This is an optimization exercise on Yosys and OpenROAD, whose aim is small area, not a production implementation. Function was checked by simulation only, so behaviour that the tests miss may differ from the original. No activity file was given, so power comes from the tool's default toggle rates.

## run 1
## game_engine
module game_engine #(
    parameter int NUM_SLOTS = 8
) (
    input  logic                    clk_25MHz,
    input  logic                    rst,
    input  logic                    playing,
    input  logic                    game_init,
    input  logic                    frame_tick,
    input  logic [3:0]              deploy_press,
    input  logic                    upgrade_press,
    input  logic                    hit_valid,
    input  logic [2:0]              hit_slot,
    input  logic [11:0]             hit_amount,
    output logic [14:0]             money,
    output logic [2:0]              purse_level,
    output logic                    able_to_upgrade,
    output logic [3:0]              cd_busy,
    output logic [NUM_SLOTS-1:0]    army_alive,
    output logic [2*NUM_SLOTS-1:0]  army_type,
    output logic [12*NUM_SLOTS-1:0] army_hp
);
    localparam logic [2:0] PH_REST   = 3'd0;
    localparam logic [2:0] PH_INIT   = 3'd1;
    localparam logic [2:0] PH_DEPLOY = 3'd2;
    localparam logic [2:0] PH_PLACE  = 3'd3;
    localparam logic [2:0] PH_HURT   = 3'd4;
    localparam logic [2:0] PH_PURSE  = 3'd5;
    localparam logic [2:0] PH_INCOME = 3'd6;
    localparam logic [2:0] PH_FINISH = 3'd7;
    logic [2:0] phase, phase_nxt;
    always_comb begin
        if (!playing) begin
            phase_nxt = (phase == PH_REST && game_init) ? PH_INIT : PH_REST;
        end else begin
            case (phase)
                PH_REST:   phase_nxt = frame_tick ? PH_DEPLOY : PH_REST;
                PH_DEPLOY: phase_nxt = PH_PLACE;
                PH_PLACE:  phase_nxt = PH_HURT;
                PH_HURT:   phase_nxt = PH_PURSE;
                PH_PURSE:  phase_nxt = PH_INCOME;
                PH_INCOME: phase_nxt = PH_FINISH;
                default:   phase_nxt = PH_REST;
            endcase
        end
    end
    always_ff @(posedge clk_25MHz) begin
        if (rst) phase <= PH_REST;
        else     phase <= phase_nxt;
    end
    wire ph_init   = (phase == PH_INIT);
    wire ph_deploy = (phase == PH_DEPLOY);
    wire ph_place  = (phase == PH_PLACE);
    wire ph_hurt   = (phase == PH_HURT);
    wire ph_purse  = (phase == PH_PURSE);
    wire ph_income = (phase == PH_INCOME);
    wire ph_finish = (phase == PH_FINISH);
  ...
Size in the first run: about 1000 cells after synthesis, about 170 I/O pins, about 9400 um^2 of cells after synthesis.
==> flow/config.mk <==
export PLATFORM = sky130hd
export DESIGN_NAME = game_engine
export DESIGN_NICKNAME = game_engine
export VERILOG_FILES = /design/flow/design.v
export SDC_FILE = /design/flow/constraint.sdc
export NUM_CORES = 4
export LEC_CHECK = 0
export ABC_AREA = 1
export CAP_MARGIN = 20
export CORE_MARGIN = 2
export CORE_UTILIZATION = 40
export SLEW_MARGIN = 20
==> flow/constraint.sdc <==
create_clock -name core_clock -period 10.0 [get_ports {clk_25MHz}]
set_input_delay 2.0000 -clock core_clock [delete_from_list [all_inputs] [get_ports {clk_25MHz}]]
set_output_delay 2.0000 -clock core_clock [all_outputs]
set_load 0.01 [all_outputs]
standard.sh (not shown) runs the stock make flow with config.mk's settings and CLKGATE_MAP_FILE= SYNTH_SCRIPT=/design/flow/synth_recipe.tcl, a recipe that flattens the netlist after the stock synthesis.
==> flow/flow/run.sh <==
#!/bin/bash
# Layout flow: the standard synthesis, then the combinational logic is
# re-mapped for area by ABC (amap) (registers, ports and their names are kept), then
# the standard layout from floorplan on. Ports are buffered with buf_1 and
# the clock tree is built without dummy loads.
set -euo pipefail
HERE=$(pwd)
FLOWDIR=$HERE/flow
RES=$HERE/orfs/results/$FLOW_PLATFORM/game_engine/base
YOSYS=$(command -v yosys || echo "$FLOW_HOME/../tools/install/yosys/bin/yosys")
LIB=$FLOW_HOME/platforms/$FLOW_PLATFORM/lib/sky130_fd_sc_hd__tt_025C_1v80.lib

export BUFFER_PORTS_ARGS="-buffer_cell sky130_fd_sc_hd__buf_1"
export CTS_ARGS="-sink_clustering_enable -repair_clock_nets -dont_use_dummy_load -buf_list sky130_fd_sc_hd__clkbuf_8 -root_buf sky130_fd_sc_hd__clkbuf_4 -tree_buf sky130_fd_sc_hd__clkbuf_4 -sink_clustering_size 15 -sink_clustering_max_diameter 150"

# 1. standard synthesis
bash standard.sh "$RES/1_2_yosys.v" > standard_synth.log 2>&1

# 2. area re-mapping of the combinational logic
cp "$RES/1_2_yosys.v" "$HERE/synth_standard.v"
# the combinational cells' functions, as Verilog modules
"$YOSYS" -q -p "read_liberty -ignore_miss_func $LIB; delete sky130_fd_sc_hd__df* sky130_fd_sc_hd__edf* sky130_fd_sc_hd__sdf* sky130_fd_sc_hd__sedf* sky130_fd_sc_hd__dl* sky130_fd_sc_hd__conb_1 sky130_fd_sc_hd__lpflow* sky130_fd_sc_hd__probe*; write_verilog -noattr $HERE/comb_cells.v" > "$HERE/comb_cells.log" 2>&1
DONT=$(grep -o 'cell *( *"\?sky130_fd_sc_hd__\(lpflow\|probe\)[a-z0-9_]*' "$LIB" | sed 's/.*(\s*"\?//' | sort -u | sed 's/^/-dont_use /' | tr '\n' ' ')
sed -e "s#@LIB@#$LIB#g" -e "s#@IN@#$HERE/synth_standard.v#" -e "s#@OUT@#$HERE/synth_remapped.v#" \
    -e "s#@SCRIPT@#$FLOWDIR/remap.abc#" -e "s#@COMB@#$HERE/comb_cells.v#" -e "s#@DONT@#$DONT#" "$FLOWDIR/remap.ys" > "$HERE/remap_run.ys"
"$YOSYS" -s "$HERE/remap_run.ys" > "$HERE/remap.log" 2>&1
cp "$HERE/synth_remapped.v" "$RES/1_2_yosys.v"
touch "$RES/1_2_yosys.v"

# 3. the rest of the standard layout
bash standard.sh > standard_layout.log 2>&1
Other scripts of this flow, unchanged in this note and not shown: flow/flow/remap.abc, flow/flow/remap.ys
Run 1: done, clean on timing, DRC and antenna
> inputs changed (run 1 -> run 2)
--- a/flow/flow/run.sh
+++ b/flow/flow/run.sh
@@ -12,5 +12,5 @@
 
 export BUFFER_PORTS_ARGS="-buffer_cell sky130_fd_sc_hd__buf_1"
-export CTS_ARGS="-sink_clustering_enable -repair_clock_nets -dont_use_dummy_load -buf_list sky130_fd_sc_hd__clkbuf_8 -root_buf sky130_fd_sc_hd__clkbuf_4 -tree_buf sky130_fd_sc_hd__clkbuf_4 -sink_clustering_size 15 -sink_clustering_max_diameter 150"
+export CTS_ARGS="-sink_clustering_enable -repair_clock_nets -dont_use_dummy_load -buf_list sky130_fd_sc_hd__clkbuf_8 -sink_clustering_size 15 -sink_clustering_max_diameter 150"
 
 # 1. standard synthesis
## What came out
- Fmax of run 2 falls short of that of run 1 slightly.
- Post-route clock period utilization came out higher on run 2 than on run 1.
- Going from run 1 to run 2, final-layout non-clock buffer area share neither gained nor lost much, least setup slack across all paths after layout lost 0.14 ns, largest incremental delay on the critical path lost 0.03 ns.
- Per-cell via count in the routed design in run 2 vs run 1: up 0.033
- Run 2 against run 1: detailed-route wire length did not really move; count of non-filler cells in the finished layout did not really move; synthesized netlist cell count did not really move.

* * *

Another version of the RTL of game_engine (not shown whole).
Size: ~1000 cells after synthesis, ~170 I/O pins.
clock: 10.0 ns
lec_check: 0
abc_area: 1
cap_margin: 5
core_margin: 2
core_utilization: 40
slew_margin: 5
==> flow/flow/run.sh <==
#!/bin/bash
# Layout flow: the standard synthesis, then the combinational logic is
# re-mapped for area by ABC (amap) (registers, ports and their names are kept), then
# the standard layout from floorplan on. Ports are buffered with buf_1 and
# the clock tree is built without dummy loads.
set -euo pipefail
HERE=$(pwd)
FLOWDIR=$HERE/flow
RES=$HERE/orfs/results/$FLOW_PLATFORM/game_engine/base
YOSYS=$(command -v yosys || echo "$FLOW_HOME/../tools/install/yosys/bin/yosys")
LIB=$FLOW_HOME/platforms/$FLOW_PLATFORM/lib/sky130_fd_sc_hd__tt_025C_1v80.lib

export BUFFER_PORTS_ARGS="-buffer_cell sky130_fd_sc_hd__buf_1"
export CTS_ARGS="-sink_clustering_enable -repair_clock_nets -dont_use_dummy_load -buf_list sky130_fd_sc_hd__clkbuf_16 -sink_clustering_size 28 -sink_clustering_max_diameter 150"

# 1. standard synthesis
bash standard.sh "$RES/1_2_yosys.v" > standard_synth.log 2>&1

# 2. area re-mapping of the combinational logic
cp "$RES/1_2_yosys.v" "$HERE/synth_standard.v"
# the combinational cells' functions, as Verilog modules
"$YOSYS" -q -p "read_liberty -ignore_miss_func $LIB; delete sky130_fd_sc_hd__df* sky130_fd_sc_hd__edf* sky130_fd_sc_hd__sdf* sky130_fd_sc_hd__sedf* sky130_fd_sc_hd__dl* sky130_fd_sc_hd__conb_1 sky130_fd_sc_hd__lpflow* sky130_fd_sc_hd__probe*; write_verilog -noattr $HERE/comb_cells.v" > "$HERE/comb_cells.log" 2>&1
DONT=$(grep -o 'cell *( *"\?sky130_fd_sc_hd__\(lpflow\|probe\)[a-z0-9_]*' "$LIB" | sed 's/.*(\s*"\?//' | sort -u | sed 's/^/-dont_use /' | tr '\n' ' ')
sed -e "s#@LIB@#$LIB#g" -e "s#@IN@#$HERE/synth_standard.v#" -e "s#@OUT@#$HERE/synth_remapped.v#" \
    -e "s#@SCRIPT@#$FLOWDIR/remap.abc#" -e "s#@COMB@#$HERE/comb_cells.v#" -e "s#@DONT@#$DONT#" "$FLOWDIR/remap.ys" > "$HERE/remap_run.ys"
"$YOSYS" -s "$HERE/remap_run.ys" > "$HERE/remap.log" 2>&1
cp "$HERE/synth_remapped.v" "$RES/1_2_yosys.v"
touch "$RES/1_2_yosys.v"

# 3. the rest of the standard layout
bash standard.sh > standard_layout.log 2>&1
Other scripts of this flow, unchanged in this note and not shown: flow/flow/remap.abc, flow/flow/remap.ys
The baseline finished clean.
Edit:
--- a/flow/flow/run.sh
+++ b/flow/flow/run.sh
@@ -13,3 +13,3 @@
 export BUFFER_PORTS_ARGS="-buffer_cell sky130_fd_sc_hd__buf_1"
-export CTS_ARGS="-sink_clustering_enable -repair_clock_nets -dont_use_dummy_load -buf_list sky130_fd_sc_hd__clkbuf_16 -sink_clustering_size 28 -sink_clustering_max_diameter 150"
+export CTS_ARGS="-sink_clustering_enable -repair_clock_nets -dont_use_dummy_load -buf_list sky130_fd_sc_hd__clkbuf_8 -sink_clustering_size 14 -sink_clustering_max_diameter 150"
 
- CAP_MARGIN: 5 -> 20
- SLEW_MARGIN: 5 -> 20
After rerunning: Die area does not change; utilization stays flat; final area stays flat; setup slack gains 23 ps; worst hold slack barely changes; register-to-register slack barely changes.
Edit:
--- a/flow/flow/run.sh
+++ b/flow/flow/run.sh
@@ -13,3 +13,3 @@
 export BUFFER_PORTS_ARGS="-buffer_cell sky130_fd_sc_hd__buf_1"
-export CTS_ARGS="-sink_clustering_enable -repair_clock_nets -dont_use_dummy_load -buf_list sky130_fd_sc_hd__clkbuf_8 -sink_clustering_size 14 -sink_clustering_max_diameter 150"
+export CTS_ARGS="-sink_clustering_enable -repair_clock_nets -dont_use_dummy_load -buf_list sky130_fd_sc_hd__clkbuf_16 -sink_clustering_size 28 -sink_clustering_max_diameter 150"
 
- CORE_UTILIZATION: 40 -> 60
Outcome: The new run passed the timing, DRC and antenna checks; routed wire length drops by a few percent; non-clock buffer count went up by 2; total power came out higher slightly; clock skew fell by 6.1 ps; final cell count shrinks by a little under a tenth; via count came out higher slightly; synthesized cell count is unchanged.
Edit:
- CORE_UTILIZATION: 60 -> 40
=>
- routed wire length rose by about 4.7%
- via count falls by about 2.2%
- final cell count climbs by 7.4%

* * *

== v57 ==
game_engine with an RTL version that a note above also has.
Settings: LEC_CHECK=0, ABC_AREA=1, CAP_MARGIN=20, CORE_MARGIN=2, CORE_UTILIZATION=40, SLEW_MARGIN=20; clock period 10.0 ns.
==> flow/flow/run.sh <==
#!/bin/bash
# Layout flow: the standard synthesis, then the combinational logic is
# re-mapped for area by ABC (amap) (registers, ports and their names are kept), then
# the standard layout from floorplan on. Ports are buffered with buf_1 and
# the clock tree is built without dummy loads (clkbuf_8 leaves, clkbuf_4 above them).
set -euo pipefail
HERE=$(pwd)
FLOWDIR=$HERE/flow
RES=$HERE/orfs/results/$FLOW_PLATFORM/game_engine/base
YOSYS=$(command -v yosys || echo "$FLOW_HOME/../tools/install/yosys/bin/yosys")
LIB=$FLOW_HOME/platforms/$FLOW_PLATFORM/lib/sky130_fd_sc_hd__tt_025C_1v80.lib

export BUFFER_PORTS_ARGS="-buffer_cell sky130_fd_sc_hd__buf_1"
export CTS_ARGS="-sink_clustering_enable -repair_clock_nets -dont_use_dummy_load -buf_list sky130_fd_sc_hd__clkbuf_8 -root_buf sky130_fd_sc_hd__clkbuf_4 -tree_buf sky130_fd_sc_hd__clkbuf_4 -sink_clustering_size 15 -sink_clustering_max_diameter 150"

# 1. standard synthesis
bash standard.sh "$RES/1_2_yosys.v" > standard_synth.log 2>&1

# 2. area re-mapping of the combinational logic
cp "$RES/1_2_yosys.v" "$HERE/synth_standard.v"
# the combinational cells' functions, as Verilog modules
"$YOSYS" -q -p "read_liberty -ignore_miss_func $LIB; delete sky130_fd_sc_hd__df* sky130_fd_sc_hd__edf* sky130_fd_sc_hd__sdf* sky130_fd_sc_hd__sedf* sky130_fd_sc_hd__dl* sky130_fd_sc_hd__conb_1 sky130_fd_sc_hd__lpflow* sky130_fd_sc_hd__probe*; write_verilog -noattr $HERE/comb_cells.v" > "$HERE/comb_cells.log" 2>&1
DONT=$(grep -o 'cell *( *"\?sky130_fd_sc_hd__\(lpflow\|probe\)[a-z0-9_]*' "$LIB" | sed 's/.*(\s*"\?//' | sort -u | sed 's/^/-dont_use /' | tr '\n' ' ')
sed -e "s#@LIB@#$LIB#g" -e "s#@IN@#$HERE/synth_standard.v#" -e "s#@OUT@#$HERE/synth_remapped.v#" \
    -e "s#@SCRIPT@#$FLOWDIR/remap.abc#" -e "s#@COMB@#$HERE/comb_cells.v#" -e "s#@DONT@#$DONT#" "$FLOWDIR/remap.ys" > "$HERE/remap_run.ys"
"$YOSYS" -s "$HERE/remap_run.ys" > "$HERE/remap.log" 2>&1
cp "$HERE/synth_remapped.v" "$RES/1_2_yosys.v"
touch "$RES/1_2_yosys.v"

# 3. the rest of the standard layout
bash standard.sh > standard_layout.log 2>&1
Other scripts of this flow, unchanged in this note and not shown: flow/flow/remap.abc, flow/flow/remap.ys
v57 completed every stage of the flow, and the final layout passed the timing, DRC and antenna checks.
diff inputs: v57 => v3
--- a/flow/flow/run.sh
+++ b/flow/flow/run.sh
@@ -4,3 +4,3 @@
 # the standard layout from floorplan on. Ports are buffered with buf_1 and
-# the clock tree is built without dummy loads (clkbuf_8 leaves, clkbuf_4 above them).
+# the clock tree is built without dummy loads.
 set -euo pipefail
@@ -13,3 +13,3 @@
 export BUFFER_PORTS_ARGS="-buffer_cell sky130_fd_sc_hd__buf_1"
-export CTS_ARGS="-sink_clustering_enable -repair_clock_nets -dont_use_dummy_load -buf_list sky130_fd_sc_hd__clkbuf_8 -root_buf sky130_fd_sc_hd__clkbuf_4 -tree_buf sky130_fd_sc_hd__clkbuf_4 -sink_clustering_size 15 -sink_clustering_max_diameter 150"
+export CTS_ARGS="-sink_clustering_enable -repair_clock_nets -dont_use_dummy_load -buf_list sky130_fd_sc_hd__clkbuf_8 -sink_clustering_size 15 -sink_clustering_max_diameter 150"
 
@@ -29,3 +29,4 @@
 
-# 3. the rest of the standard layout
+# 3. the rest of the standard layout; repairs may only use the small buffers
+export DONT_USE_CELLS="sky130_fd_sc_hd__buf_4 sky130_fd_sc_hd__buf_6 sky130_fd_sc_hd__buf_8 sky130_fd_sc_hd__buf_12 sky130_fd_sc_hd__buf_16"
 bash standard.sh > standard_layout.log 2>&1
--- outcome ---
There was hardly any difference in global-route usage between v57 and v3.
Taking v57 as the reference, in v3 peak supply drop held, mean number of vias per cell picked up an extra 0.033, via count now larger, overall power consumption up about 1.2%, wire length stayed essentially flat.
[inputs] v8 vs v3
--- a/flow/flow/run.sh
+++ b/flow/flow/run.sh
@@ -13,3 +13,3 @@
 export BUFFER_PORTS_ARGS="-buffer_cell sky130_fd_sc_hd__buf_1"
-export CTS_ARGS="-sink_clustering_enable -repair_clock_nets -dont_use_dummy_load -buf_list sky130_fd_sc_hd__clkbuf_8 -sink_clustering_size 15 -sink_clustering_max_diameter 150"
+export CTS_ARGS="-sink_clustering_enable -repair_clock_nets -dont_use_dummy_load -buf_list sky130_fd_sc_hd__clkbuf_8 -sink_clustering_size 16 -sink_clustering_max_diameter 150"
 
@@ -29,4 +29,3 @@
 
-# 3. the rest of the standard layout; repairs may only use the small buffers
-export DONT_USE_CELLS="sky130_fd_sc_hd__buf_4 sky130_fd_sc_hd__buf_6 sky130_fd_sc_hd__buf_8 sky130_fd_sc_hd__buf_12 sky130_fd_sc_hd__buf_16"
+# 3. the rest of the standard layout
 bash standard.sh > standard_layout.log 2>&1
Notes after the runs:
v8: done, clean on timing, DRC and antenna. From v3 to v8 the numbers moved as follows: clock distribution power decreased about 2%, clock skew increased 3.4 ps. In terms of net total in the final layout, v8 and v3 differ only marginally. Post-layout total power ended up 0.54% lower on v8 than on v3. Hold slack, v8 and v3: smaller value in v3. Detailed placement HPWL of v3 is on par with v8. Going from v3 to v8, total routing usage reported by global routing roughly the same; die area roughly the same; met2 demand-to-capacity share in global routing lower.
Edits applied to the flow inputs when going from v8 to v34:
--- a/flow/flow/run.sh
+++ b/flow/flow/run.sh
@@ -13,3 +13,3 @@
 export BUFFER_PORTS_ARGS="-buffer_cell sky130_fd_sc_hd__buf_1"
-export CTS_ARGS="-sink_clustering_enable -repair_clock_nets -dont_use_dummy_load -buf_list sky130_fd_sc_hd__clkbuf_8 -sink_clustering_size 16 -sink_clustering_max_diameter 150"
+export CTS_ARGS="-sink_clustering_enable -repair_clock_nets -dont_use_dummy_load -buf_list sky130_fd_sc_hd__clkbuf_8 -sink_clustering_size 14 -sink_clustering_max_diameter 150"
 
--- outcome ---
v34: time the worst path needs with I/O delays and setup 15 ps above v8
Looking at v8 and v34, the number of nets at the end of the flow is a wash.
For final core area utilization, v8 and v34 come out practically identical.
Comparing v8 and v34, detail-routed net length per standard cell is higher on v34.
Compared v8 against v34; cell area after layout within noise.
Global-route track usage on met1 (lower): v8
Count of placed standard cells in the final layout, fillers left out essentially unchanged between v8 and v34.

-- afterwards: timing with drivers on the ports --
The flow's constraints put no driver on any port. The routed layouts listed below were extracted and timed again, unchanged, in two steps. Step 1 (the two cells are an assumption about what drives the block):
set clk [get_ports {clk_25MHz}]
set_driving_cell -lib_cell sky130_fd_sc_hd__clkbuf_16 $clk
set_driving_cell -lib_cell sky130_fd_sc_hd__buf_2 [delete_from_list [all_inputs] $clk]
Step 2, shift: input delay + t, output delay - t, t = (earliest + latest rising clock arrival at the registers) / 2. This alone moves slack from input paths to output paths. Slacks: ideal ports / drivers / drivers and shift; pairs: ideal ports / drivers.
| run | t, ns | setup slack, ns | hold slack, ns | slew at the worst register clock pin (ns) | pins driven straight from the clock port |
|---|---|---|---|---|---|
| run 1 | 0.642 | 2.795 / 2.790 / 2.148 | 0.501 / 0.501 / 0.501 | 0.11 / 0.11 | 1 |
| run 2 | 0.539 | 2.658 / 2.658 / 2.119 | 0.501 / 0.501 / 0.501 | 0.10 / 0.10 | 1 |
| the first run of note 2 | 0.508 | 2.570 / 2.570 / 2.063 | 0.498 / 0.498 / 0.498 | 0.11 / 0.11 | 1 |
| the second run of note 2 | 0.540 | 2.593 / 2.593 / 2.052 | 0.500 / 0.500 / 0.500 | 0.11 / 0.11 | 1 |
| the third run of note 2 | 0.500 | 2.479 / 2.487 / 1.987 | 0.492 / 0.492 / 0.492 | 0.12 / 0.12 | 1 |
| the fourth run of note 2 | 0.508 | 2.570 / 2.570 / 2.063 | 0.498 / 0.498 / 0.498 | 0.11 / 0.11 | 1 |
| v57 | 0.642 | 2.795 / 2.790 / 2.148 | 0.501 / 0.501 / 0.501 | 0.11 / 0.11 | 1 |
| v3 | 0.539 | 2.658 / 2.658 / 2.119 | 0.501 / 0.501 / 0.501 | 0.10 / 0.10 | 1 |
| v8 | 0.546 | 2.668 / 2.670 / 2.124 | 0.504 / 0.504 / 0.504 | 0.12 / 0.12 | 1 |
| v34 | 0.539 | 2.653 / 2.649 / 2.109 | 0.500 / 0.500 / 0.500 | 0.11 / 0.11 | 1 |
After both steps every run listed still meets setup and hold.
